From an optimization exercise on the open Yosys and OpenROAD flow, aimed at small area, a short achievable clock period and few clock cycles per item; shortcuts taken in it are not production practice.
Only simulation tests tie the RTL to the original design; equivalence was not proved.

**flow/design.v**
```verilog
`default_nettype none
package cisr_pkg;
    localparam int NUM_LANES     = 4;
    localparam int NUM_ROWS      = 6;
    localparam int IN_FIFO_DEPTH = 4;
    localparam int OUT_CREDITS   = 4;
    localparam int FIFO_PTR_W    = $clog2(IN_FIFO_DEPTH);
    localparam int VALUE_W   = 16;
    localparam int COL_W     = 8;
    localparam int LEN_W     = 8;
    localparam int SUM_W     = 24;
    localparam int SUM_LO_W  = 12;
    localparam int PSUM_W    = SUM_W + 1;
    localparam int LANE_W    = VALUE_W + COL_W;
    localparam int GROUP_W   = NUM_LANES * LANE_W;
    localparam int NUM_SLOTS = 6;
    localparam int SLOT_W    = $clog2(NUM_SLOTS);
    localparam int CREDIT_W  = $clog2(OUT_CREDITS + 1);
    localparam logic [COL_W-1:0] COL_PAD = 8'hff;
endpackage
`default_nettype wire
`timescale 1ns/10ps
`default_nettype none
module credit_fifo #(
    parameter int WIDTH = 8
) (
    input  logic             clk,
    input  logic             rst_l,
    input  logic             in_valid,
    input  logic [WIDTH-1:0] in_data,
    input  logic             pop,
    output logic             not_empty,
    output logic [WIDTH-1:0] head,
    output logic             credit
);
    localparam int PW = cisr_pkg::FIFO_PTR_W;
    logic [WIDTH-1:0] mem [cisr_pkg::IN_FIFO_DEPTH];
    logic [PW-1:0]    wr_ptr;
    logic [PW-1:0]    rd_ptr;
    logic [PW:0]      level;
    assign not_empty = (level != '0);
    assign head      = mem[rd_ptr];
    always_ff @(posedge clk) begin
        if (in_valid) begin
            mem[wr_ptr] <= in_data;
        end
    end
    always_ff @(posedge clk or negedge rst_l) begin
        if (!rst_l) begin
            wr_ptr <= '0;
            rd_ptr <= '0;
            level  <= '0;
            credit <= 1'b0;
        end else begin
            if (in_valid) begin
                wr_ptr <= wr_ptr + 1'b1;
            end
            if (pop) begin
                rd_ptr <= rd_ptr + 1'b1;
            end
            level  <= level + (PW+1)'(in_valid) - (PW+1)'(pop);
            credit <= pop;
        end
    end
endmodule
module shift_fifo #(
    parameter int WIDTH = 4
) (
    input  logic             clk,
    input  logic             rst_l,
    input  logic             in_valid,
    input  logic [WIDTH-1:0] in_data,
    input  logic             pop,
    output logic             not_empty,
    output logic [WIDTH-1:0] head
);
    localparam int D = cisr_pkg::IN_FIFO_DEPTH;
    logic [WIDTH-1:0] mem [D];
    logic [D-1:0]     vld;
    logic [D-1:0]     vld_after;
    logic [D-1:0]     load_in;
    logic [D-1:0]     load_sh;
    assign not_empty = vld[0];
    assign head      = mem[0];
    always_comb begin
        vld_after = pop ? (vld >> 1) : vld;
        for (int i = 0; i < D; i++) begin
            load_sh[i] = pop && (i < D-1) && vld[(i+1) % D];
            load_in[i] = in_valid && !vld_after[i] && ((i == 0) || vld_after[(i+D-1) % D]);
        end
    end
    always_ff @(posedge clk) begin
        for (int i = 0; i < D; i++) begin
            if (load_sh[i]) begin
                mem[i] <= mem[(i+1) % D];
            end else if (load_in[i]) begin
                mem[i] <= in_data;
            end
        end
    end
    always_ff @(posedge clk or negedge rst_l) begin
        if (!rst_l) begin
            vld <= '0;
        end else begin
            vld <= vld_after | load_in;
        end
    end
endmodule
`default_nettype wire
`timescale 1ns/10ps
`default_nettype none
module cisr_row_decoder (
    input  logic                                  clk,
    input  logic                                  rst_l,
    input  logic [cisr_pkg::LEN_W-1:0]            len_head,
    input  logic                                  len_not_empty,
    output logic                                  len_pop,
    input  logic [cisr_pkg::NUM_LANES*cisr_pkg::VALUE_W-1:0] grp_val,
    input  logic [cisr_pkg::NUM_LANES-1:0]        grp_pad,
    input  logic                                  grp_not_empty,
    output logic                                  grp_pop,
    input  logic [cisr_pkg::SLOT_W-1:0]           alloc_slot,
    input  logic                                  alloc_phase,
    input  logic [cisr_pkg::NUM_SLOTS-1:0]        slot_phase,
    input  logic [cisr_pkg::NUM_SLOTS-1:0]        slot_phase_next,
    output logic                                  xfer_valid,
    output logic [cisr_pkg::SLOT_W-1:0]           xfer_slot,
    output logic [cisr_pkg::PSUM_W-1:0]           xfer_sum
);
    localparam int NL = cisr_pkg::NUM_LANES;
    localparam int LW = cisr_pkg::LEN_W;
    localparam int SW = cisr_pkg::SLOT_W;
    localparam int VW = cisr_pkg::VALUE_W;
    localparam int AW = cisr_pkg::SUM_W;
    localparam int LO = cisr_pkg::SUM_LO_W;
    localparam int HI = AW - LO;
    logic [LW-1:0] cnt  [NL];
    logic [NL-1:0] cz;
    logic [SW-1:0] slot [NL];
    logic [NL-1:0] phase;
    logic [LO-1:0] acc_lo [NL];
    logic [HI-1:0] acc_hi [NL];
    logic [NL-1:0] acc_c;
    logic [NL-1:0] fresh;
    logic [NL-1:0] pend;
    logic [NL-1:0] live;
    logic [NL-1:0] need;
    logic [NL-1:0] first;
    logic [NL-1:0] ready;
    logic [NL-1:0] pend_next;
    logic [SW-1:0] slot_next [NL];
    logic [NL-1:0] phase_next;
    logic [NL-1:0] xsel;
    logic [NL-1:0] hand;
    logic [NL-1:0] take;
    logic          handout;
    logic          more;
    logic [LW-1:0] cnt_next [NL];
    logic [NL-1:0] eff_one;
    logic [NL-1:0] eff_zero;
    always_comb begin
        for (int i = 0; i < NL; i++) begin
            live[i] = !grp_pad[i];
            need[i] = grp_not_empty && live[i] && cz[i];
        end
        first = need & ~(need - 1'b1);
        more  = |(need & ~first);
        xsel  = ready & ~(ready - 1'b1);
        handout = (need != '0) && len_not_empty && ((first & pend & ~xsel) == '0);
        hand    = handout ? first : '0;
        len_pop = handout;
        grp_pop = grp_not_empty && ((need == '0) || (!more && handout));
        take    = grp_pop ? live : '0;
        for (int i = 0; i < NL; i++) begin
            cnt_next[i] = hand[i] ? (take[i] ? len_head - 1'b1 : len_head)
                                  : (take[i] ? cnt[i] - 1'b1 : cnt[i]);
            eff_one[i]  = hand[i] ? (len_head == LW'(1)) : (cnt[i] == LW'(1));
            eff_zero[i] = hand[i] ? 1'b0 : cz[i];
        end
    end
    logic [NL-1:0] ready_next;
    always_comb begin
        pend_next = (pend & ~xsel) | (take & eff_one);
        for (int i = 0; i < NL; i++) begin
            slot_next[i]  = hand[i] ? alloc_slot : slot[i];
            phase_next[i] = hand[i] ? alloc_phase : phase[i];
            ready_next[i] = (slot_phase_next[slot_next[i]] == phase_next[i]);
        end
    end
    always_comb begin
        xfer_valid = (ready != '0);
        xfer_slot  = '0;
        xfer_sum   = '0;
        for (int i = 0; i < NL; i++) begin
            if (xsel[i]) begin
                xfer_slot = slot[i];
                xfer_sum  = {acc_c[i], acc_hi[i], acc_lo[i]};
            end
        end
    end
    always_ff @(posedge clk or negedge rst_l) begin
        if (!rst_l) begin
            for (int i = 0; i < NL; i++) begin
                cnt[i]  <= '0;
                slot[i] <= '0;
            end
            cz    <= '1;
            phase <= '0;
            ready <= '0;
            fresh <= '1;
            pend  <= '0;
        end else begin
            for (int i = 0; i < NL; i++) begin
                cnt[i] <= cnt_next[i];
                slot[i] <= slot_next[i];
            end
            phase <= phase_next;
            ready <= pend_next & ready_next;
            cz    <= (take & eff_one) | (~take & eff_zero);
            fresh <= (fresh | xsel) & ~take;
            pend  <= pend_next;
        end
    end
    always_ff @(posedge clk) begin
        for (int i = 0; i < NL; i++) begin
            if (take[i]) begin
                {acc_c[i], acc_lo[i]} <= {1'b0, ((fresh[i] || xsel[i]) ? '0 : acc_lo[i])}
                                         + {1'b0, grp_val[i*VW +: LO]};
                acc_hi[i] <= ((fresh[i] || xsel[i]) ? '0 : acc_hi[i])
                             + {{(AW-VW){grp_val[i*VW+VW-1]}}, grp_val[i*VW+LO +: VW-LO]}
                             + HI'((fresh[i] || xsel[i]) ? 1'b0 : acc_c[i]);
            end
        end
    end
endmodule
`default_nettype wire
`timescale 1ns/10ps
`default_nettype none
module row_accumulator (
    input  logic                        clk,
    input  logic                        rst_l,
    input  logic                        alloc,
    output logic [cisr_pkg::SLOT_W-1:0] alloc_slot,
    output logic                        alloc_phase,
    output logic [cisr_pkg::NUM_SLOTS-1:0] slot_phase,
    output logic [cisr_pkg::NUM_SLOTS-1:0] slot_phase_next,
    input  logic                        xfer_valid,
    input  logic [cisr_pkg::SLOT_W-1:0] xfer_slot,
    input  logic [cisr_pkg::PSUM_W-1:0] xfer_sum,
    output logic                        head_done,
    output logic [cisr_pkg::PSUM_W-1:0] head_sum,
    input  logic                        release_head
);
    localparam int NS = cisr_pkg::NUM_SLOTS;
    localparam int SW = cisr_pkg::SLOT_W;
    logic [cisr_pkg::PSUM_W-1:0] sums [NS];
    logic [NS-1:0]              done;
    logic [SW-1:0]              alloc_ptr;
    logic [SW-1:0]              out_ptr;
    logic                       aphase;
    assign alloc_slot = alloc_ptr;
    assign alloc_phase = aphase;
    assign head_done  = done[out_ptr];
    always_comb begin
        for (int s = 0; s < NS; s++) begin
            slot_phase_next[s] = slot_phase[s] ^ (release_head && (out_ptr == SW'(s)));
        end
    end
    assign head_sum   = sums[out_ptr];
    always_ff @(posedge clk) begin
        if (xfer_valid) begin
            sums[xfer_slot] <= xfer_sum;
        end
    end
    always_ff @(posedge clk or negedge rst_l) begin
        if (!rst_l) begin
            done      <= '0;
            alloc_ptr <= '0;
            out_ptr   <= '0;
            aphase     <= 1'b0;
            slot_phase <= '0;
        end else begin
            if (alloc) begin
                alloc_ptr <= (alloc_ptr == SW'(NS-1)) ? '0 : alloc_ptr + 1'b1;
                if (alloc_ptr == SW'(NS-1)) begin
                    aphase <= !aphase;
                end
            end
            if (release_head) begin
                out_ptr <= (out_ptr == SW'(NS-1)) ? '0 : out_ptr + 1'b1;
            end
            for (int s = 0; s < NS; s++) begin
                if (xfer_valid && (xfer_slot == SW'(s))) begin
                    done[s] <= 1'b1;
                end else if (release_head && (out_ptr == SW'(s))) begin
                    done[s] <= 1'b0;
                end
            end
            slot_phase <= slot_phase_next;
        end
    end
endmodule
`default_nettype wire
`timescale 1ns/10ps
`default_nettype none
module result_serializer (
    input  logic                        clk,
    input  logic                        rst_l,
    input  logic                        head_done,
    input  logic [cisr_pkg::PSUM_W-1:0] head_sum,
    output logic                        release_head,
    output logic                        out_valid,
    output logic [7:0]                  out_byte,
    input  logic                        out_credit
);
    localparam int AW = cisr_pkg::SUM_W;
    localparam int LO = cisr_pkg::SUM_LO_W;
    logic [cisr_pkg::CREDIT_W-1:0] credits;
    logic [1:0] byte_idx;
    logic       send;
    logic [7:0] raw;
    logic [7:0] addend;
    logic [8:0] res;
    logic       carry;
    logic       sign;
    assign send         = head_done && ((credits != '0) || out_credit);
    assign release_head = send && (byte_idx == 2'd3);
    always_comb begin
        raw    = '0;
        addend = '0;
        case (byte_idx)
            2'd0: raw = head_sum[7:0];
            2'd1: begin
                raw    = head_sum[15:8];
                addend = 8'(head_sum[AW]) << (LO - 8);
            end
            2'd2: raw = head_sum[23:16];
            default: raw = '0;
        endcase
        res = {1'b0, raw} + {1'b0, addend} + 9'(carry);
    end
    always_ff @(posedge clk) begin
        out_byte <= (byte_idx == 2'd3) ? {8{sign}} : res[7:0];
    end
    always_ff @(posedge clk or negedge rst_l) begin
        if (!rst_l) begin
            credits   <= cisr_pkg::CREDIT_W'(cisr_pkg::OUT_CREDITS);
            byte_idx  <= '0;
            out_valid <= 1'b0;
            carry     <= 1'b0;
            sign      <= 1'b0;
        end else begin
            credits   <= credits + cisr_pkg::CREDIT_W'(out_credit) - cisr_pkg::CREDIT_W'(send);
            out_valid <= send;
            if (send) begin
                byte_idx <= byte_idx + 1'b1;
                carry    <= (byte_idx == 2'd1) && res[8];
                sign     <= res[7];
            end
        end
    end
endmodule
`default_nettype wire
`timescale 1ns/10ps
`default_nettype none
module spmv_top (
    input  logic        clk,
    input  logic        rst_l,
    input  logic        row_len_valid,
    input  logic [7:0]  row_len,
    output logic        row_len_credit,
    input  logic        grp_valid,
    input  logic [95:0] grp,
    output logic        grp_credit,
    output logic        out_valid,
    output logic [7:0]  out_byte,
    input  logic        out_credit
);
    localparam int NL = cisr_pkg::NUM_LANES;
    localparam int PW = cisr_pkg::LANE_W;
    localparam int CW = cisr_pkg::COL_W;
    localparam int VW = cisr_pkg::VALUE_W;
    logic [cisr_pkg::LEN_W-1:0]    len_head;
    logic                          len_not_empty;
    logic                          len_pop;
    logic [NL*VW-1:0]              grp_val_in;
    logic [NL-1:0]                 grp_pad_in;
    logic [NL*VW-1:0]              grp_val;
    logic [NL-1:0]                 grp_pad;
    logic                          grp_not_empty;
    logic                          grp_pop;
    logic [cisr_pkg::SLOT_W-1:0]   alloc_slot;
    logic                          alloc_phase;
    logic [cisr_pkg::NUM_SLOTS-1:0] slot_phase;
    logic [cisr_pkg::NUM_SLOTS-1:0] slot_phase_next;
    logic                          xfer_valid;
    logic [cisr_pkg::SLOT_W-1:0]   xfer_slot;
    logic [cisr_pkg::PSUM_W-1:0]   xfer_sum;
    logic                          head_done;
    logic [cisr_pkg::PSUM_W-1:0]   head_sum;
    logic                          release_head;
    always_comb begin
        for (int i = 0; i < NL; i++) begin
            grp_pad_in[i]          = (grp[i*PW +: CW] == cisr_pkg::COL_PAD);
            grp_val_in[i*VW +: VW] = grp[i*PW+CW +: VW];
        end
    end
    credit_fifo #(.WIDTH(cisr_pkg::LEN_W)) i_len_fifo (
        .clk, .rst_l,
        .in_valid  (row_len_valid), .in_data (row_len),
        .pop       (len_pop),       .not_empty (len_not_empty),
        .head      (len_head),      .credit (row_len_credit)
    );
    credit_fifo #(.WIDTH(NL*VW)) i_grp_fifo (
        .clk, .rst_l,
        .in_valid  (grp_valid),     .in_data (grp_val_in),
        .pop       (grp_pop),       .not_empty (),
        .head      (grp_val),       .credit (grp_credit)
    );
    shift_fifo #(.WIDTH(NL)) i_pad_fifo (
        .clk, .rst_l,
        .in_valid  (grp_valid),     .in_data (grp_pad_in),
        .pop       (grp_pop),       .not_empty (grp_not_empty),
        .head      (grp_pad)
    );
    cisr_row_decoder i_decoder (
        .clk, .rst_l,
        .len_head, .len_not_empty, .len_pop,
        .grp_val, .grp_pad, .grp_not_empty, .grp_pop,
        .alloc_slot, .alloc_phase, .slot_phase, .slot_phase_next,
        .xfer_valid, .xfer_slot, .xfer_sum
    );
    row_accumulator i_slots (
        .clk, .rst_l,
        .alloc (len_pop), .alloc_slot, .alloc_phase, .slot_phase, .slot_phase_next,
        .xfer_valid, .xfer_slot, .xfer_sum,
        .head_done, .head_sum, .release_head
    );
    result_serializer i_serializer (
        .clk, .rst_l, .head_done, .head_sum, .release_head,
        .out_valid, .out_byte, .out_credit
    );
endmodule
`default_nettype wire
```
**flow/flow/run.sh**
```bash
#!/bin/bash
set -euo pipefail
bash standard.sh SETUP_SLACK_MARGIN=6.75 finish > make_finish.log 2>&1
```
**flow/standard.sh**
```bash
#!/bin/bash
# synth_recipe.tcl (not shown) runs the flow's synth.tcl, then flattens the netlist and writes it again
# the make line also repeats each setting of config.mk as NAME=value (left out here)
make -C /OpenROAD-flow-scripts/flow DESIGN_CONFIG=/design/flow/config.mk WORK_HOME=/design/flow/orfs CLKGATE_MAP_FILE= SYNTH_SCRIPT=/design/flow/synth_recipe.tcl "${@:-finish}"
```
**flow/config.mk**
```make
export PLATFORM = sky130hd
export DESIGN_NAME = spmv_top
export DESIGN_NICKNAME = spmv_top
export VERILOG_FILES = /design/flow/design.v
export SDC_FILE = /design/flow/constraint.sdc
export NUM_CORES = 4
export LEC_CHECK = 0
export CAP_MARGIN = 20
export CORE_MARGIN = 2
export CORE_UTILIZATION = 65
export CTS_BUF_LIST = sky130_fd_sc_hd__clkbuf_8
export CTS_CLUSTER_DIAMETER = 45
export CTS_CLUSTER_SIZE = 18
export SLEW_MARGIN = 20
```
**flow/constraint.sdc**
```tcl
create_clock -name core_clock -period 10.0 [get_ports {clk}]
set_input_delay 2.0000 -clock core_clock [delete_from_list [all_inputs] [get_ports {clk}]]
set_output_delay 2.0000 -clock core_clock [all_outputs]
set_load 0.01 [all_outputs]
```
==> summary.txt, run 1 <==
outcome finished clean; cell family with most CP delay compound AO/OA/AOI/OAI gates; commonest non-fill, non-tap cell in the layout edfxtp_1; Worst Hold Launch i_serializer.credits[1]$_DFF_PN0_; Final WS setup between 6 and 7 ns; CTS Hold Bufs 0; overall routing resource usage 0.3048; Nets 2,810; Die X-Extent about 220 µm; Detailed Route WL between 70 and 80 mm; share of cells above drive strength 1 0.3114; Post-DP Area 0.03365 mm²; EDFF count, synth roughly 550; Post-Synthesis Cell Area roughly 0.032 mm²; crit path cell chain buf_12 > nor4b_4 > buf_6 > nor2_4 > buf_6 > and2_4 > fa_2 > fa_2 > a21o_1 > a21oi_2 > o21bai_1 > a21oi_2 > o21bai_1 > a21oi_2 > nor4bb_1 > or3_1; CTS clk-pin slew, worst paths approximately 0.11 ns; deepest clock path buffer count 3; Max Clock Freq around 270 MHz; worst reg2reg startpoint i_decoder.ready[0]$_DFF_PN0_; wire length per cell 24.30 µm; vias in the first global route between 20,000 and 25,000; data required time of the worst path 10.42 ns; initial antenna violation count 4; total negative slack 0 ns; GP Congestion 0.8749; crit path launch type flip-flop; Hold Path Class reg -> reg; drt first pass iters 5; Slew headroom 0.2317; Layout Area Growth over Synthesis 23.30%; placement row count 80; synth warn 14; Worst Path Max Fanout 4; CTS sink count 670; Syn Area/Cell approximately 14 µm²; area leader, netlist edfxtp_1; Worst path slowest cell dfrtp_2; max incr delay on CP approximately 0.43 ns; crit path kind reg -> reg; syn_nets about 2,400; arrival time worst endpoint 4.11 ns; Num CTS Buffers about 70; largest net degree at the start of global routing 65; Die H 224.3 µm; post-route ant nets 0; I/O Buffers between 100 and 150; FF+latch count, synth 670; hold endpoint i_serializer.credits[2]$_DFF_PN1_; Setup Skew 0.04956 ns; Register-to-Register Path Depth 16; crit end category flip-flop; final count of hold timing violations 0; Final min period approximately 3.7 ns; asr flop ratio synth 0.1612; sequential fraction of the synthesis area 0.6182; most used cell, CP a21oi_2; initial core utilization 0.6596; Finished Cell Area around 0.039 mm²; Cells after DPL 2,862; first-pass GRT wire length around 120 mm; DP HPWL about 44 mm; r2r setup slk roughly 6.3 ns; Ports 120; Core Area roughly 0.048 mm²; global route total overflow 0; most frequent cells in the layout edfxtp_1, buf_4, nor2_1, clkdlybuf4s50_1, mux4_2; Initial DRC Count between 1,500 and 2,000; post-DR vias/cell 6.327; synth top area cells edfxtp_1, dfrtp_1, mux4_2; Crit path depth 16; Slew Viols, Final 0; period utilization 0.3683; prevailing post-synth register cell edfxtp_1; RSZ-0062 raised after global routing true; die area between 0.05 and 0.06 mm²; Mapped Cells 2,182; H-tree lvl count 3; post-place setup slack between 5 and 6 ns; CTS tree built; fin cells between 3,000 and 4,000; CP bufs+invs 3; total number of vias approximately 20,000; Max-Cap Viols 0; Least-Margin Pin Slew 1.140 ns; Final setup viols 0; Synth top area share 0.5272; clk latency of the worst-skew pair about 0.70 ns; reg-to-reg endpoint i_decoder.acc_hi[3][10]$_DFFE_PP_; Fin Hold WS between 0.4 and 0.5 ns; DRC errors left 0; Unique masters post-synth around 90; Worst Hold Path Cells 1; clk root buf clkbuf_8
-- cells by family (layout without fill, tap and decap cells) --
group,Yosys count,in the layout,share of synthesized area
DFF,670,670,0.6182
and+or+nand+nor,524,535,0.08719
AOI/OAI and AO/OA,367,367,0.07961
muxes,183,183,0.09960
buffers and inverters,167,601,0.02089
xor gates and xnor gates,139,139,0.03882
adders and majority gates,132,132,0.05567
other,0,1,0
-- layer usage --
metal,vias up,share of wire,global-route usage
met1,10400,0.40,0.4210
met2,824,0.49,0.4989
li1,9103,-,-
met4,2,0.034,0.09891
met5,-,0.00016,0
met3,193,0.072,0.05460
-- registers in the layout (all words and copies together) (netlist names), 3 cells and up --
signal / cells
i_decoder.pend: 4
i_slots.slot_phase: 6
i_slots.done: 6
i_serializer.out_byte: 8
i_decoder.phase: 4
i_serializer.credits: 3
i_decoder.acc_lo: 48
i_decoder.acc_hi: 48
i_decoder.fresh: 4
i_decoder.cnt: 32
i_slots.alloc_ptr: 3
i_pad_fifo.vld: 4
i_len_fifo.level: 3
i_decoder.slot: 12
i_decoder.cz: 4
i_grp_fifo.mem: 256
i_pad_fifo.mem: 16
i_len_fifo.mem: 32
i_slots.out_ptr: 3
i_decoder.acc_c: 4
i_slots.sums: 150
i_decoder.ready: 4
-- cells in the mapped netlist (18+ instances only) --
cell type	count
ha_1	118
a21o_1	18
edfxtp_1	554
and2_1	104
dfrtp_1	99
mux2i_1	35
inv_1	90
nand2b_1	20
a21oi_1	69
xor2_1	43
nor3_1	35
mux4_2	99
or3_1	20
clkbuf_1	50
mux2_2	47
o21ai_0	91
nand3_1	32
a22oi_1	55
nor2b_1	27
nand2_1	83
xnor2_1	95
nor2_1	133
-- through the flow --
stage / util
6_report: 0.8132
5_1_grt: 0.8132
4_1_cts: 0.7834
3_5_place_dp: 0.7034
3_3_place_gp: 0.7031
2_1_floorplan: -
-- area by class of cell --
cell class,instances,area (µm²)
diodes,1,2.502
clock buffers,80,1101
clock inverters,52,604.3
fillers,2594,8936
inverters,93,365.4
multi-input cells,1356,12760
flip-flops and latches,670,19540
well taps,615,769.5
repair buffers,375,3767
repair inverters,1,7.507
-- timing repair --
item	4_1_cts	5_1_grt
pin swaps	133	138
buffers inserted	144	79
gates resized for setup	213	158
cloned	20	4
setup endpoints to repair	658	439
-- how the worst max path moves through the flow --
stage / end / slack [ns] / from
finish: i_decoder.acc_hi[3][10]$_DFFE_PP_ / 6.32 / i_decoder.ready[0]$_DFF_PN0_
global route: i_decoder.acc_hi[3][10]$_DFFE_PP_ / 6.24 / i_decoder.ready[0]$_DFF_PN0_
CTS: i_decoder.acc_hi[3][10]$_DFFE_PP_ / 6.36 / i_decoder.ready[1]$_DFF_PN0_
detailed placement: i_decoder.acc_lo[0][11]$_DFFE_PN_ / 5.51 / i_grp_fifo.rd_ptr[0]$_DFFE_PN0P_
global placement: i_decoder.ready[0]$_DFF_PN0_ / 5.57 / out_credit
floorplan: i_serializer.credits[2]$_DFF_PN1_ / 6.11 / out_credit
Testbench counts, summed over its fixed seeds: cycles 9,318, items 384.
==> inputs of run 2 (changes only) <==
--- a/flow/config.mk
+++ b/flow/config.mk
@@ -5,6 +5,7 @@
 export SDC_FILE = /design/flow/constraint.sdc
 export NUM_CORES = 4
 export LEC_CHECK = 0
+export ABC_AREA = 1
 export CAP_MARGIN = 20
 export CORE_MARGIN = 2
 export CORE_UTILIZATION = 65
==> run 2 against run 1 <==
  * Wire length is 0.39% lower
  * Sequential share of layout area is 3.2 points higher
  * Global-route usage about the same
  * Still clean on timing, DRC and antenna
  * Sequential cell count is the same
  * Critical endpoint is now i_decoder.acc_c[3]$_DFFE_PP_
  * Final cell count increased by 19%
  * Area after synthesis rose by 0.35%
  * Via count grew 12%
  * Core utilization decreased by 5.0 points
  * First-iteration DRC count rose by 12%
  * Largest cell class unchanged
  * Worst setup slack better by 0.43 ns
  * Clock-buffer cell count is 1 lower
==> summary.txt, run 2 <==
outcome finished clean; initial antenna violation count 0; Nets 3,428; first-pass GRT wire length ~120 mm; Worst Path Max Fanout 11; overall routing resource usage 0.3048; Worst Hold Path Cells 2; Mapped Cells between 2,000 and 3,000; Syn Area/Cell roughly 11 µm²; area leader, netlist edfxtp_1; EDFF count, synth between 500 and 600; Initial DRC Count 2,230; initial core utilization 0.6605; Ports between 100 and 150; most frequent cells in the layout edfxtp_1, nand2_1, nor2_1, inv_1, o21ai_0; Worst Hold Launch i_decoder.cz[0]$_DFF_PN1_; share of cells above drive strength 1 0.1253; placement row count 80; largest family of logic cells by synthesized area simple AND/OR/NAND/NOR gates; H-tree lvl count 3; sequential fraction of the synthesis area 0.6161; post-DR vias/cell 5.964; deepest clock path buffer count 3; synth top area cells edfxtp_1, dfrtp_1, nand2_1; r2r setup slk 6.75 ns; Final min period 3.248 ns; XOR/XNOR Fraction of Synth Area 0.03264; arrival time worst endpoint about 3.7 ns; Slew Viols, Final 0; CTS tree built; final count of hold timing violations 0; count leader, synth edfxtp_1; total number of vias 23,050; register area around 0.02 mm²; Cells after DPL approximately 3,600; Die H roughly 220 µm; CTS Hold Bufs 0; Max-Cap Viols 0; Biggest register i_grp_fifo.mem; vias in the first global route roughly 22,000; clk latency of the worst-skew pair 0.70 ns; Worst path slowest cell dfrtp_4; data required time of the worst path between 10 and 15 ns; Setup Skew about 0.026 ns; Simple-Gate Fraction of Synth Area 0.1401; Adder-Cell Fraction of Synth Area 0.05547; Fin Hold WS 0.4886 ns; crit path kind reg -> reg; Core Area approximately 0.048 mm²; fin util 0.7630; period utilization 0.3248; commonest non-fill, non-tap cell in the layout edfxtp_1; CTS clk-pin slew, worst paths about 0.09 ns; worst reg2reg startpoint i_grp_fifo.rd_ptr[0]$_DFFE_PN0P_; post-route ant nets 0; Synth Area in Compound Gates 0.1032; RSZ-0062 raised after global routing true; Synth top area share 0.5253; wire length per cell around 20 µm; crit end category flip-flop; drt first pass iters 5; reg-to-reg endpoint i_decoder.acc_c[3]$_DFFE_PP_; syn_nets 3,222; Max Clock Freq just over 300 MHz; Fill cells 3,183; FF+latch count, synth between 600 and 700; GP Congestion 0.9061; Unique masters post-synth 58; fin cells slightly below 4,000; max incr delay on CP 0.52 ns; largest registers i_grp_fifo.mem: 256 flops, i_slots.sums: 150 flops; Detailed Route WL 78.49 mm; Least-Margin Pin Slew 1.155 ns; Num CTS Buffers 75; hold endpoint i_decoder.cz[0]$_DFF_PN1_; Die X-Extent around 220 µm; Ant. Diodes 0; die area 0.05050 mm²; crit path cell chain buf_4 > inv_6 > clkbuf_16 > buf_4 > nor2_1 > o22ai_1 > ha_1 > a21oi_1 > nand2_1 > nand2_1 > nand2_1 > a21oi_2 > o21ai_0 > a21oi_1 > o21bai_1 > a21oi_1 > o21bai_1; mux share of post-synthesis cell area 0.004583; clk root buf clkbuf_8; DRC errors left 0; Register-to-Register Path Depth 17; Final setup viols 0; Post-Synthesis Cell Area 0.03167 mm²; crit path launch type flip-flop; total negative slack 0 ns; Slew headroom 0.2218; most frequent cells after synthesis edfxtp_1, nand2_1, nor2_1; DP HPWL about 47 mm; Multi-input gate area 0.01115 mm²; prevailing post-synth register cell edfxtp_1; Hold Path Class reg -> reg; synth warn 14; CTS sink count 670; global route total overflow 0; largest net degree at the start of global routing 80; I/O Buffers between 100 and 150; Largest register FFs around 260; Layout Area Growth over Synthesis 15.52%; asr flop ratio synth 0.1612
## run 2: changes by cell type in the layout (fill, tap and decap cells not counted), sizes merged, moves of 78 or more
cell   previous run  this run
nand2            85       519
nor2            144       384
o22ai             6        84
a21oi            69       148
and2            104         2
o21ai            97       261
nand3            32       114
inv             108       297
buf             263       108
mux4             99         0
## run 2: cell families after synthesis
group	after synthesis
XOR/XNOR	118
buffers and inverters	391
adder cells (fa/ha/maj)	132
AND/OR/NAND/NOR	1079
flip-flops	670
multiplexers	13
AO/OA/AOI/OAI	578
## run 2: final cells by class
type | count | area share
clock buffer | 79 | 0.02972
clock inverter | 60 | 0.01713
multi-input combinational | 1928 | 0.3048
timing repair inverter | 8 | 0.001505
tap | 615 | 0.02103
sequential | 670 | 0.5336
timing repair buffer | 220 | 0.05992
inverter | 284 | 0.03225
## run 2: worst max-delay path by stage
stage / from / to / cells past startpoint
after floorplan: grp_valid / i_grp_fifo.mem[0][0]$_DFFE_PP_ / 3
after global placement: i_grp_fifo.rd_ptr[0]$_DFFE_PN0P_ / i_decoder.acc_hi[2][10]$_DFFE_PN_ / 15
after detailed placement: i_decoder.ready[0]$_DFF_PN0_ / i_decoder.acc_hi[1][10]$_DFFE_PN_ / 17
after CTS: i_pad_fifo.mem[0][0]$_DFFE_PP_ / i_decoder.acc_hi[0][10]$_DFFE_PN_ / 11
after global routing: i_grp_fifo.rd_ptr[0]$_DFFE_PN0P_ / i_decoder.acc_hi[2][10]$_DFFE_PN_ / 17
final: i_grp_fifo.rd_ptr[0]$_DFFE_PN0P_ / i_decoder.acc_c[3]$_DFFE_PP_ / 17
## run 2: per-stage QoR
step	area, µm²	setup slack (ns)
detailed placement	33430	5.434
floorplan	31790	6.491
global route	36580	6.553
CTS	35880	6.566
finish	36580	6.752
global placement	33430	5.509
## run 2: critical path: cells and delay by family (launching register included)
kind	cells	cell delay, ns
DFF	1	0.52
buffers and inverters	4	0.61
and+or+nand+nor	4	0.26
adders and majority gates	1	0.35
AOI/OAI and AO/OA	8	1.28
## run 2: layer usage
metal	wire length [µm]	vias up	track usage
met1	30980	11100	0.3907
li1	-	10770	-
met5	0	-	0
met3	5548	209	0.04847
met2	38600	971	0.5178
met4	3359	0	0.1342
## run 2: repair_timing
action | in CTS | in global routing
gates resized for setup | 122 | 82
pin swaps | 10 | 28
gates cloned | 14 | 8
setup endpoints to repair | 701 | 228
setup buffers | 31 | 47

[port drivers added, routing unchanged]
In the flow no input, the clock included, has a driving cell. The finished layouts below were timed again as built, in two steps. Step 1: set_driving_cell puts a clkbuf_16 on clk and a buf_2 on each other input, an assumption about the parent block. Step 2 also shifts input and output timing later by t, the mid clock arrival at the registers, as if the neighbouring blocks saw the same clock. a / b / c = ideal ports / drivers / drivers and shift; a / b = the first two.
| run | t, ns | setup slack, ns | latest minus earliest clock arrival (ns) | worst register clock-pin slew, ns | cell pins on the clock port's net |
|---|---|---|---|---|---|
| run 1 | 0.740 | 6.317 / 6.317 / 5.909 | 0.050 / 0.051 | 0.11 / 0.11 | 1 |
| run 2 | 0.744 | 6.752 / 6.743 / 6.126 | 0.031 / 0.031 | 0.10 / 0.10 | 1 |
After both steps every run listed still meets setup and hold. For run 2, which loses most, drivers alone change the setup slack by -0.009 ns; drivers and shift together by -0.626 ns.
